This design comes from an exercise in tuning for small area, a short achievable clock period and few clock cycles on the open sky130 flow, not from production work. At most, simulation tests tie the RTL to the original design; equivalence was not proved. No activity file was given, so power comes from the tool's default toggle rates.

==> run a <==
## usb_app
module usb_app #(
   parameter int RAM_DEPTH = 256,
   parameter int WAIT_W    = 8
) (
   input  logic       clk_i,
   input  logic       rstn_i,
   input  logic [7:0] out_data_i,
   input  logic       out_valid_i,
   output logic       out_ready_o,
   output logic [7:0] in_data_o,
   output logic       in_valid_o,
   input  logic       in_ready_i
);
   logic        rst_meta;
   logic        rstn;
   logic        wait_set;
   logic [7:0]  wait_val;
   logic        paced;
   logic        wait_nz;
   logic        pace_free;
   logic        pace_near_free;
   logic        pcrc_en, pcrc_init, pcrc_upd, pcrc_load;
   logic [7:0]  pcrc_data;
   logic [31:0] pcrc;
   logic        gcrc_en, gcrc_init, gcrc_upd, gcrc_load;
   logic [7:0]  gcrc_data;
   logic [31:0] gcrc_load_val;
   logic [31:0] gcrc;
   logic        lfsr_load, lfsr_step;
   logic [23:0] lfsr_load_val;
   logic [23:0] lfsr;
   logic        set_addr, zero_addr;
   logic [7:0]  set_val;
   logic        wr_en, wr_cont, wr_ok, wr_idle;
   logic [7:0]  wr_data;
   logic        rd_start, rd_take, rd_ok;
   logic [7:0]  rd_data;
   always_ff @(posedge clk_i or negedge rstn_i) begin
      if (!rstn_i) begin
         rst_meta <= 1'b0;
         rstn     <= 1'b0;
      end else begin
         rst_meta <= 1'b1;
         rstn     <= rst_meta;
      end
   end
   app_ctrl u_ctrl (
      .clk_i, .rstn,
      .out_data_i, .out_valid_i, .out_ready_o,
      .in_data_o, .in_valid_o, .in_ready_i,
      .wait_set_o(wait_set), .wait_val_o(wait_val), .paced_o(paced),
      .wait_nz_i(wait_nz), .pace_free_i(pace_free), .pace_near_free_i(pace_near_free),
      .pcrc_en_o(pcrc_en), .pcrc_init_o(pcrc_init), .pcrc_upd_o(pcrc_upd), .pcrc_data_o(pcrc_data), .pcrc_i(pcrc),
      .gcrc_en_o(gcrc_en), .gcrc_init_o(gcrc_init), .gcrc_upd_o(gcrc_upd), .gcrc_data_o(gcrc_data),
      .gcrc_load_o(gcrc_load), .gcrc_load_val_o(gcrc_load_val), .gcrc_i(gcrc),
      .lfsr_load_o(lfsr_load), .lfsr_load_val_o(lfsr_load_val), .lfsr_step_o(lfsr_step), .lfsr_i(lfsr),
      .set_addr_o(set_addr), .set_val_o(set_val), .zero_addr_o(zero_addr),
      .wr_en_o(wr_en), .wr_data_o(wr_data), .wr_cont_o(wr_cont),
      .wr_ok_i(wr_ok), .wr_idle_i(wr_idle),
  ...
==> flow/config.mk <==
export PLATFORM = sky130hd
export DESIGN_NAME = usb_app
export DESIGN_NICKNAME = usb_app
export VERILOG_FILES = /design/flow/design.v
export SDC_FILE = /design/flow/constraint.sdc
export NUM_CORES = 4
export LEC_CHECK = 0
export ABC_CLOCK_PERIOD_IN_PS = 2400
export CAP_MARGIN = 20
export CORE_MARGIN = 2
export CORE_UTILIZATION = 50
export CTS_CLUSTER_DIAMETER = 60
export CTS_CLUSTER_SIZE = 25
export SETUP_SLACK_MARGIN = 2.6
export SLEW_MARGIN = 20
==> flow/constraint.sdc <==
create_clock -name core_clock -period 5.0 [get_ports {clk_i}]
set_input_delay 1.0000 -clock core_clock [delete_from_list [all_inputs] [get_ports {clk_i}]]
set_output_delay 1.0000 -clock core_clock [all_outputs]
set_load 0.01 [all_outputs]
run.sh (not shown) runs the stock make flow with config.mk's settings and CLKGATE_MAP_FILE= SYNTH_SCRIPT=/design/flow/synth_recipe.tcl, a recipe that flattens the netlist after the stock synthesis.
==> inputs of run b, as changes to run a <==
--- a/flow/design.v
+++ b/flow/design.v
@@ -153,109 +153,72 @@
    localparam int NT = 256 / TAP_P;
    localparam int SW = $clog2(TAP_P);
    localparam int KW = 8 - SW;
    logic [2047:0]    ring;
    logic [7:0]       ph;
    logic [7:0]       apos;          
-   logic             aset_q;        
-   logic [7:0]       aval_q;
    logic [7:0]       dl_data [TAP_P];
    logic [TAP_P-1:0] dl_v;
    logic [SW-1:0]    w_s;
    logic [KW-1:0]    w_k;
    logic [7:0]       w_d;
    logic             w_en;
    logic [7:0]       wd;
    logic [7:0]       rd_off;        
-   logic [7:0]       rd_off_d;
-   logic [7:0]       rsel_lo;       
-   logic [3:0]       rsel_hi;       
-   logic [7:0]       rgrp [4];
    logic [7:0]       tap [NT];
    assign wr_idle_o = ~|dl_v;
    assign wr_ok_o   = wr_idle_o | wr_cont_i;
    assign wd   = apos - 8'd2;
-   logic          sel0;
-   logic [SW-1:0] w_sm1;
-   logic          we_q;
-   logic [7:0]    wdat_q;
-   logic [KW-1:0] wk_q;
-   assign sel0  = wr_idle_o ? (apos[SW-1:0] == SW'(2)) : (w_s == '0);
-   assign w_sm1 = w_s - 1'b1;
-   assign w_en = we_q;
-   assign w_d  = wdat_q;
+   assign w_en = dl_v[w_s];
+   assign w_d  = dl_data[w_s];
    always_ff @(posedge clk_i or negedge rstn) begin
       if (!rstn) begin
-         ph     <= '0;
-         apos   <= '0;
-         aset_q <= 1'b0;
-         dl_v   <= '0;
-         we_q   <= 1'b0;
+         ph   <= '0;
+         apos <= '0;
+         dl_v <= '0;
       end else begin
-         ph     <= ph + 1'b1;
-         aset_q <= set_addr_i;
-         if (aset_q)           apos <= aval_q - ph - 8'd1;
+         ph <= ph + 1'b1;
+         if (set_addr_i)       apos <= set_val_i - ph - 8'd1;
          else if (wr_en_i)     apos <= apos;
          else if (zero_addr_i) apos <= ~ph;
          else                  apos <= apos - 8'd1;
          for (int j = TAP_P - 1; j > 0; j--) begin
             dl_v[j] <= dl_v[j-1] & (w_s != SW'(j - 1));
          end
          dl_v[0] <= wr_en_i;
-         we_q    <= sel0 ? wr_en_i : (~wr_idle_o & dl_v[w_sm1]);
       end
    end
-   always_comb begin
-      if (rd_start_i)      rd_off_d = apos - 8'd1;
-      else if (!rd_take_i) rd_off_d = rd_off - 8'd1;
-      else                 rd_off_d = rd_off;
-   end
    always_ff @(posedge clk_i) begin
-      if (set_addr_i) aval_q <= set_val_i;
-      wdat_q <= sel0 ? wr_data_i : dl_data[w_sm1];
-      wk_q   <= wr_idle_o ? wd[7:SW] : w_k;
-      if (wr_idle_o) begin
+      if (wr_en_i && wr_idle_o) begin
          w_s <= wd[SW-1:0];
          w_k <= wd[7:SW];
       end
-      rd_off <= rd_off_d;
-      rsel_lo <= 8'd1 << rd_off_d[5:3];
-      rsel_hi <= 4'd1 << rd_off_d[7:6];
+      if (rd_start_i)      rd_off <= apos - 8'd1;
+      else if (!rd_take_i) rd_off <= rd_off - 8'd1;
       dl_data[0] <= wr_data_i;
       for (int j = 1; j < TAP_P; j++) begin
          dl_data[j] <= dl_data[j-1];
       end
    end
    logic [2047:0] ring_d;
    always_comb begin
       ring_d = {ring[7:0], ring[2047:8]};
       for (int k = 0; k < NT; k++) begin
-         if (w_en && wk_q == KW'(k)) ring_d[k*TAP_P*8 +: 8] = w_d;
+         if (w_en && w_k == KW'(k)) ring_d[k*TAP_P*8 +: 8] = w_d;
       end
    end
    always_ff @(posedge clk_i) begin
       ring <= ring_d;
    end
    always_comb begin
       for (int k = 0; k < NT; k++) begin
          tap[k] = ring[k*TAP_P*8 +: 8];
       end
    end
    assign rd_ok_o   = (rd_off[SW-1:0] == '0);
-   always_comb begin
-      for (int h = 0; h < 4; h++) begin
-         rgrp[h] = '0;
-         for (int l = 0; l < 8; l++) begin
-            rgrp[h] = rgrp[h] | (tap[h*8 + l] & {8{rsel_lo[l]}});
-         end
-      end
-      rd_data_o = '0;
-      for (int h = 0; h < 4; h++) begin
-         rd_data_o = rd_data_o | (rgrp[h] & {8{rsel_hi[h]}});
-      end
-   end
+   assign rd_data_o = tap[rd_off[7:SW]];
 endmodule
 `timescale 1ns/1ps
 module app_ctrl (
    input  logic        clk_i,
    input  logic        rstn,
    input  logic [7:0]  out_data_i,
@@ -299,17 +262,13 @@
    input  logic        rd_ok_i,
    input  logic [7:0]  rd_data_i
 );
    logic        rdy_q;
    logic        sk_v_q;
    logic [7:0]  sk_d_q;
-   logic        sk_six_q;
-   logic        sk_vb_q;              
    logic        ov_q, tv_q;           
-   logic        ovo_q, rdyo_q;        
-   logic [7:0]  odo_q;                
    logic [7:0]  od_q, td_q;
    logic        op_q, tp_q;           
    logic        pL_q, pC_q, pA0_q, pA1_q, pA2_q, pD_q, pW_q;
    logic        cIN_q, cOUT_q, cADDR_q, cLW_q, cRR_q;
    logic [23:0] arg_q;
    logic        arg_last_q;           
@@ -320,34 +279,22 @@
    logic [23:0] gcnt_q;
    logic        glast_q;              
    logic        rv_q;                 
    logic [7:0]  rdat_q;
    logic        rdone_q;              
    logic [1:0]  gidx_q;
-   function automatic logic [23:0] dec24(input logic [23:0] x);
-      dec24[11:0]  = x[11:0] - 1'b1;
-      dec24[23:12] = (x[11:0] == 12'd0) ? x[23:12] - 1'b1 : x[23:12];
-   endfunction
    logic        hs_out;
    logic        b_v;
    logic [7:0]  b;
    logic        b_zero;
    logic        b_six;
-   logic [6:0]  sk_dec_q;
-   logic [6:0]  in_dec;
-   logic [6:0]  b_dec;
-   function automatic logic [6:0] decode(input logic [7:0] x);
-      decode = {x == 8'h08, x == 8'h05, x == 8'h04, x == 8'h03, x == 8'h02, x == 8'h01, x == 8'h00};
-   endfunction
    assign hs_out = out_valid_i & rdy_q;
    assign b_v    = sk_v_q | hs_out;
-   assign b      = sk_vb_q ? sk_d_q : out_data_i;
-   assign in_dec = decode(out_data_i);
-   assign b_dec  = sk_vb_q ? sk_dec_q : in_dec;
-   assign b_zero = b_dec[0];
-   assign b_six  = sk_vb_q ? sk_six_q : (out_data_i == 8'h06);
+   assign b      = sk_v_q ? sk_d_q : out_data_i;
+   assign b_zero = (b == 8'h00);
+   assign b_six  = (b == 8'h06);
    logic in_take;
    logic ofree;         
    logic g_ready;       
    logic byp_ok;        
    logic slot_busy;     
    logic rread_busy;
@@ -374,18 +321,18 @@
    assign tA0 = b_v & pA0_q & ~(sl_arg & ~g_ready);
    assign tA1 = b_v & pA1_q;
    assign tA2 = b_v & pA2_q & ~(cjob & slot_busy) & ~(cOUT_q & sl_v_q & sWD_q & ~g_ready);
    assign tD  = b_v & pD_q & ~(arg_last_q & slot_busy);
    assign tW  = b_v & pW_q & gen_quiet;
    assign take = tL | tC | tA0 | tA1 | tA2 | tD | tW;
-   assign c_in   = b_dec[1];
-   assign c_out  = b_dec[2];
-   assign c_addr = b_dec[3];
-   assign c_wait = b_dec[4];
-   assign c_lw   = b_dec[5];
-   assign c_rr   = b_dec[6];
+   assign c_in   = (b == 8'h01);
+   assign c_out  = (b == 8'h02);
+   assign c_addr = (b == 8'h03);
+   assign c_wait = (b == 8'h04);
+   assign c_lw   = (b == 8'h05);
+   assign c_rr   = (b == 8'h08);
    assign sl_fill = (tC & b_six & ~byp_ok) | (tA2 & cjob & ~byp_ok) | (tD & arg_last_q);
    logic        sl_take;
    logic        st_E, st_LR, st_WD, st_IN, st_LD, st_RR;    
    logic [23:0] gj_arg;
    assign sl_take = sl_v_q & g_ready;
    assign st_E    = b_v & pL_q & ~b_zero & echo_ok;
@@ -418,13 +365,13 @@
    end
    assign lfsr_step_o     = st_IN | run_in;
    assign lfsr_load_o     = st_LD;
    assign lfsr_load_val_o = gj_arg;
    logic g_ld_sel;
    assign g_ld_sel        = gI_q & (sl_v_q ? (sLR_q | sWD_q) : pC_q);
-   assign gcrc_en_o       = gI_q | run_in;
+   assign gcrc_en_o       = st_LR | st_WD | st_IN | run_in;
    assign gcrc_init_o     = gI_q;
    assign gcrc_upd_o      = ~g_ld_sel;
    assign gcrc_data_o     = lfsr_i[7:0];
    assign gcrc_load_o     = g_ld_sel;
    assign gcrc_load_val_o = gI_q & ~(sl_v_q & sWD_q) ? ~{8'h00, lfsr_i} : pcrc_i;
    assign rd_start_o = st_RR;
@@ -441,15 +388,15 @@
    logic p_init;
    assign p_init      = pA2_q & cOUT_q & ~(sl_v_q & sWD_q & ~g_ready);
    assign pcrc_en_o   = p_init | tD;
    assign pcrc_init_o = p_init;
    assign pcrc_upd_o  = pD_q;
    assign pcrc_data_o = b;
-   assign out_ready_o = rdyo_q;
-   assign in_valid_o  = ovo_q;
-   assign in_data_o   = odo_q;
+   assign out_ready_o = rdy_q;
+   assign in_valid_o  = ov_q;
+   assign in_data_o   = od_q;
    logic sk_v_d;
    logic omove;
    assign sk_v_d = b_v & ~take;
    assign omove  = ~ov_q | in_take;
    always_ff @(posedge clk_i or negedge rstn) begin
       if (!rstn) begin
@@ -463,30 +410,13 @@
          if (omove)     ov_q <= tv_q | oload;
          if (tv_q)      tv_q <= ~omove;
          else           tv_q <= oload & ~omove;
       end
    end
    always_ff @(posedge clk_i) begin
-      if (!rstn) begin
-         ovo_q  <= 1'b0;
-         rdyo_q <= 1'b0;
-         odo_q  <= '0;
-         sk_vb_q <= 1'b0;
-      end else begin
-         sk_vb_q <= sk_v_d;
-         odo_q  <= omove ? (tv_q ? td_q : onext) : od_q;
-         rdyo_q <= ~sk_v_d & pace_free_i;
-         ovo_q  <= (ov_q & ~in_ready_i) | tv_q | oload;
-      end
-   end
-   always_ff @(posedge clk_i) begin
-      if (!sk_v_q) begin
-         sk_d_q   <= out_data_i;
-         sk_dec_q <= in_dec;
-         sk_six_q <= (out_data_i == 8'h06);
-      end
+      if (!sk_v_q) sk_d_q <= out_data_i;
       if (omove) begin
          od_q <= tv_q ? td_q : onext;
          op_q <= tv_q ? tp_q : opaced;
       end
       if (!tv_q || omove) begin
          td_q <= onext;
@@ -522,13 +452,13 @@
       if (tA1) arg_q[15:8] <= b;
       if (tA2) begin
          arg_q[23:16] <= b;
          arg_last_q   <= ({b, arg_q[15:0]} == 24'd0);
       end
       if (tD) begin
-         arg_q      <= dec24(arg_q);
+         arg_q      <= arg_q - 1'b1;
          arg_last_q <= (arg_q == 24'd1);
       end
    end
    always_ff @(posedge clk_i or negedge rstn) begin
       if (!rstn) begin
          sl_v_q <= 1'b0;
@@ -559,13 +489,13 @@
       if (run_wd)         gidx_q <= gidx_q + 1'b1;
       if (st_IN || st_RR) begin
          gcnt_q  <= gj_arg;
          glast_q <= st_IN ? (gj_arg == 24'd1) : (gj_arg == 24'd0);
       end
       if (run_in || rd_iss) begin
-         gcnt_q  <= dec24(gcnt_q);
+         gcnt_q  <= gcnt_q - 1'b1;
          glast_q <= run_in ? (gcnt_q == 24'd2) : (gcnt_q == 24'd1);
       end
       if (st_RR)       rdone_q <= 1'b0;
       else if (rd_iss) rdone_q <= glast_q;
       if (rd_iss)      rdat_q  <= rd_data_i;
    end
CORE_UTILIZATION = 65   (was 50)
==> inputs of run c, as changes to run a <==
--- a/flow/design.v
+++ b/flow/design.v
@@ -175,13 +175,16 @@
    assign wr_ok_o   = wr_idle_o | wr_cont_i;
    assign wd   = apos - 8'd2;
    logic          sel0;
    logic [SW-1:0] w_sm1;
    logic          we_q;
    logic [7:0]    wdat_q;
-   logic [KW-1:0] wk_q;
+   logic [KW-1:0] wk_d;
+   logic [7:0]    wlo_q;            
+   logic [3:0]    whi_q;
+   assign wk_d  = wr_idle_o ? wd[7:SW] : w_k;
    assign sel0  = wr_idle_o ? (apos[SW-1:0] == SW'(2)) : (w_s == '0);
    assign w_sm1 = w_s - 1'b1;
    assign w_en = we_q;
    assign w_d  = wdat_q;
    always_ff @(posedge clk_i or negedge rstn) begin
       if (!rstn) begin
@@ -209,13 +212,14 @@
       else if (!rd_take_i) rd_off_d = rd_off - 8'd1;
       else                 rd_off_d = rd_off;
    end
    always_ff @(posedge clk_i) begin
       if (set_addr_i) aval_q <= set_val_i;
       wdat_q <= sel0 ? wr_data_i : dl_data[w_sm1];
-      wk_q   <= wr_idle_o ? wd[7:SW] : w_k;
+      wlo_q  <= 8'd1 << wk_d[2:0];
+      whi_q  <= 4'd1 << wk_d[4:3];
       if (wr_idle_o) begin
          w_s <= wd[SW-1:0];
          w_k <= wd[7:SW];
       end
       rd_off <= rd_off_d;
       rsel_lo <= 8'd1 << rd_off_d[5:3];
@@ -226,13 +230,13 @@
       end
    end
    logic [2047:0] ring_d;
    always_comb begin
       ring_d = {ring[7:0], ring[2047:8]};
       for (int k = 0; k < NT; k++) begin
-         if (w_en && wk_q == KW'(k)) ring_d[k*TAP_P*8 +: 8] = w_d;
+         if (w_en && wlo_q[k % 8] && whi_q[k / 8]) ring_d[k*TAP_P*8 +: 8] = w_d;
       end
    end
    always_ff @(posedge clk_i) begin
       ring <= ring_d;
    end
    always_comb begin
@@ -356,13 +360,17 @@
    logic sl_arg;
    logic cjob;
    assign in_take    = ov_q & in_ready_i;
    assign ofree      = ~tv_q & ~(wait_nz_i & (ov_q | ~pace_near_free_i));
    assign g_ready    = gI_q & ofree;
    assign byp_ok     = g_ready & ~sl_v_q;
-   assign slot_busy  = sl_v_q & ~g_ready;
+   logic wd_wait;
+   logic pv_q;
+   logic [7:0] pd_q;
+   assign wd_wait    = sWD_q & pv_q;
+   assign slot_busy  = sl_v_q & ~(g_ready & ~wd_wait);
    assign rread_busy = (sl_v_q & sRR_q) | gR_q;
    assign echo_ok    = byp_ok & ~rread_busy & wr_ok_i;
    assign gen_quiet  = gI_q & ~sl_v_q & ~ov_q & ~tv_q;
    assign sl_arg     = sl_v_q & (sIN_q | sLD_q | sRR_q);
    assign cjob       = cIN_q | cLW_q | cRR_q;
    logic tL, tC, tA0, tA1, tA2, tD, tW;
@@ -370,13 +378,13 @@
    logic sl_fill;
    logic c_in, c_out, c_addr, c_wait, c_lw, c_rr;    
    assign tL  = b_v & pL_q & (b_zero | echo_ok);
    assign tC  = b_v & pC_q & ~(b_six & slot_busy);
    assign tA0 = b_v & pA0_q & ~(sl_arg & ~g_ready);
    assign tA1 = b_v & pA1_q;
-   assign tA2 = b_v & pA2_q & ~(cjob & slot_busy) & ~(cOUT_q & sl_v_q & sWD_q & ~g_ready);
+   assign tA2 = b_v & pA2_q & ~(cjob & slot_busy) & ~(cOUT_q & sl_v_q & sWD_q & slot_busy);
    assign tD  = b_v & pD_q & ~(arg_last_q & slot_busy);
    assign tW  = b_v & pW_q & gen_quiet;
    assign take = tL | tC | tA0 | tA1 | tA2 | tD | tW;
    assign c_in   = b_dec[1];
    assign c_out  = b_dec[2];
    assign c_addr = b_dec[3];
@@ -384,13 +392,13 @@
    assign c_lw   = b_dec[5];
    assign c_rr   = b_dec[6];
    assign sl_fill = (tC & b_six & ~byp_ok) | (tA2 & cjob & ~byp_ok) | (tD & arg_last_q);
    logic        sl_take;
    logic        st_E, st_LR, st_WD, st_IN, st_LD, st_RR;    
    logic [23:0] gj_arg;
-   assign sl_take = sl_v_q & g_ready;
+   assign sl_take = sl_v_q & g_ready & ~wd_wait;
    assign st_E    = b_v & pL_q & ~b_zero & echo_ok;
    assign st_LR   = (sl_take & sLR_q) | (b_v & pC_q & b_six & byp_ok);
    assign st_WD   = sl_take & sWD_q;
    assign st_IN   = (sl_take & sIN_q) | (b_v & pA2_q & cIN_q & byp_ok);
    assign st_LD   = (sl_take & sLD_q) | (b_v & pA2_q & cLW_q & byp_ok);
    assign st_RR   = (sl_take & sRR_q) | (b_v & pA2_q & cRR_q & byp_ok);
@@ -436,17 +444,17 @@
    assign set_val_o   = b;
    assign zero_addr_o = st_RR;
    assign paced_o    = (in_take & op_q) | (hs_out & pD_q & ~sk_v_q);
    assign wait_set_o = tW;
    assign wait_val_o = b;
    logic p_init;
-   assign p_init      = pA2_q & cOUT_q & ~(sl_v_q & sWD_q & ~g_ready);
-   assign pcrc_en_o   = p_init | tD;
-   assign pcrc_init_o = p_init;
-   assign pcrc_upd_o  = pD_q;
-   assign pcrc_data_o = b;
+   assign p_init      = pA2_q & cOUT_q & ~(sl_v_q & sWD_q & slot_busy);
+   assign pcrc_en_o   = p_init | pv_q;
+   assign pcrc_init_o = 1'b0;          
+   assign pcrc_upd_o  = pv_q;
+   assign pcrc_data_o = pd_q;
    assign out_ready_o = rdyo_q;
    assign in_valid_o  = ovo_q;
    assign in_data_o   = odo_q;
    logic sk_v_d;
    logic omove;
    assign sk_v_d = b_v & ~take;
@@ -495,13 +503,15 @@
    end
    always_ff @(posedge clk_i or negedge rstn) begin
       if (!rstn) begin
          pL_q <= 1'b1; pC_q <= 1'b0; pA0_q <= 1'b0; pA1_q <= 1'b0;
          pA2_q <= 1'b0; pD_q <= 1'b0; pW_q <= 1'b0;
          lb_q <= 1'b0;
+         pv_q <= 1'b0;
       end else begin
+         pv_q  <= tD;
          lb_q  <= st_E;
          pL_q  <= (pL_q & ~(tL & b_zero)) | tW | (tA2 & ~cOUT_q) | (tD & arg_last_q) |
                   (tC & ~(c_in | c_out | c_addr | c_wait | c_lw | c_rr));
          pC_q  <= (pC_q & ~tC) | (tL & b_zero);
          pA0_q <= (pA0_q & ~tA0) | (tC & (c_in | c_out | c_addr | c_lw | c_rr));
          pA1_q <= (pA1_q & ~tA1) | tA0;
@@ -515,12 +525,13 @@
          cIN_q   <= c_in;
          cOUT_q  <= c_out;
          cADDR_q <= c_addr;
          cLW_q   <= c_lw;
          cRR_q   <= c_rr;
       end
+      pd_q <= b;
       if (tA0) arg_q[7:0]  <= b;
       if (tA1) arg_q[15:8] <= b;
       if (tA2) begin
          arg_q[23:16] <= b;
          arg_last_q   <= ({b, arg_q[15:0]} == 24'd0);
       end
@@ -554,15 +565,15 @@
          sLR_q <= pC_q;
          sWD_q <= pD_q;
       end
       if (st_LR || st_WD) gidx_q <= 2'd1;
       if (st_IN)          gidx_q <= 2'd0;
       if (run_wd)         gidx_q <= gidx_q + 1'b1;
-      if (st_IN || st_RR) begin
+      if (gI_q) begin
          gcnt_q  <= gj_arg;
-         glast_q <= st_IN ? (gj_arg == 24'd1) : (gj_arg == 24'd0);
+         glast_q <= (sl_v_q ? sIN_q : pA2_q & cIN_q) ? (gj_arg == 24'd1) : (gj_arg == 24'd0);
       end
       if (run_in || rd_iss) begin
          gcnt_q  <= dec24(gcnt_q);
          glast_q <= run_in ? (gcnt_q == 24'd2) : (gcnt_q == 24'd1);
       end
       if (st_RR)       rdone_q <= 1'b0;
PLACE_DENSITY = 0.75   (was not set)
SETUP_SLACK_MARGIN = 2.7   (was 2.6)
==> impl_results.md <==
* Status: no timing/DRC/antenna violations
* Area occupied by multi-input gates at 14,000 um^2
* Leak at 28.8 nW
* Most frequent cells in the layout: dfxtp_1, mux2_2, nand2_1
* Worst r2r src: u_ctrl.gI_q$_DFF_PN1_
* Synth cell count leaders: dfxtp_1, mux2_2, nand2_1
* Die Footprint at 131,000 um^2
* Clk latency of the worst-skew pair at 770 ps
* Worst-path cell chain: buf_12 > nor2b_4 > o211ai_1 > buf_4 > a311oi_4 > buf_6 > buf_6 > clkbuf_16 > a21oi_1
* Levels on crit path at 9
* Initial antenna violation count at 4
the above is filed under run c

==> impl_results.md <==
* HPWL after DPL at 80,600 um
* Initial antenna violation count at 10
* Most common cell after layout, fill and taps aside: dfxtp_1
* Seq_cells at 2,423
* Levels on crit path at 7
* Worst-path cell chain: nor2b_4 > o2111a_2 > or3_4 > xnor2_4 > xnor3_2 > xnor3_1 > nand2_1
* Met3 usage at 3.89%
* Status: no timing/DRC/antenna violations
* Most common cell in the netlist: dfxtp_1
* Worst r2r src: u_ctrl.gI_q$_DFF_PN1_
* Synth cell count leaders: dfxtp_1, mux2_2, nor2_1
* Area occupied by multi-input gates at 14,100 um^2
* Met2 WL post-DR at 61,500 um
* Yosys reg bits at 2,423
* Mapped Cells at 4,355
* PwrDens at 571 nW/um^2
the above is filed under run a

==> impl_results.md <==
* Status: no timing/DRC/antenna violations
* Initial antenna violation count at 11
* Total congestion overflow at 0
* Worst r2r src: u_ctrl.ov_q$_DFFE_PN0N_
* Most frequent cells in the layout: dfxtp_1, nand2_1, buf_4
* Wire length on met1 at 65,600 um
* Synth cell count leaders: dfxtp_1, nand2_1, nor2_1
* Area occupied by multi-input gates at 16,400 um^2
* Levels on crit path at 9
* Seq/total area at 65.3%
* Diode count at 2
* Clk sinks at 2,366
* Die Footprint at 100,000 um^2
* Most common cell after layout, fill and taps aside: dfxtp_1
* Synth Cell Area at 63,600 um^2
* Seq_cells at 2,366
the above is filed under run b

Testbench counts of run a, summed over its fixed seeds: cycles 7,021.
Testbench counts of run c, summed over its fixed seeds: cycles 7,044.
For run b, only the layout was checked, not whether the RTL still works.

[afterwards: timing with drivers on the ports]
The flow's constraints put no driver on any port. The routed layouts listed below were extracted and timed again, unchanged, in two steps.
Step 1: set_driving_cell puts a clkbuf_16 on clk_i and a buf_2 on each other input, an assumption about the parent block.
Step 2, shift: input delay + t, output delay - t, t = (earliest + latest rising clock arrival at the registers) / 2. This alone moves slack from input paths to output paths.
a / b / c = ideal ports / drivers / drivers and shift; a / b = the first two.
run	shift t [ns]	setup WS [ns]	worst setup path at the end	worst slew at a driven data input, ns
run a	0.853	2.424 / 2.424 / 1.817	input to register	0.04
run b	0.821	2.319 / 2.319 / 1.622	input to register	0.05
run c	0.799	2.571 / 2.571 / 1.811	input to register	0.05
After both steps setup and hold are still met in every run listed. The setup slack of run c, which loses most, moves by 0.000 ns with the drivers and by -0.760 ns with both steps.
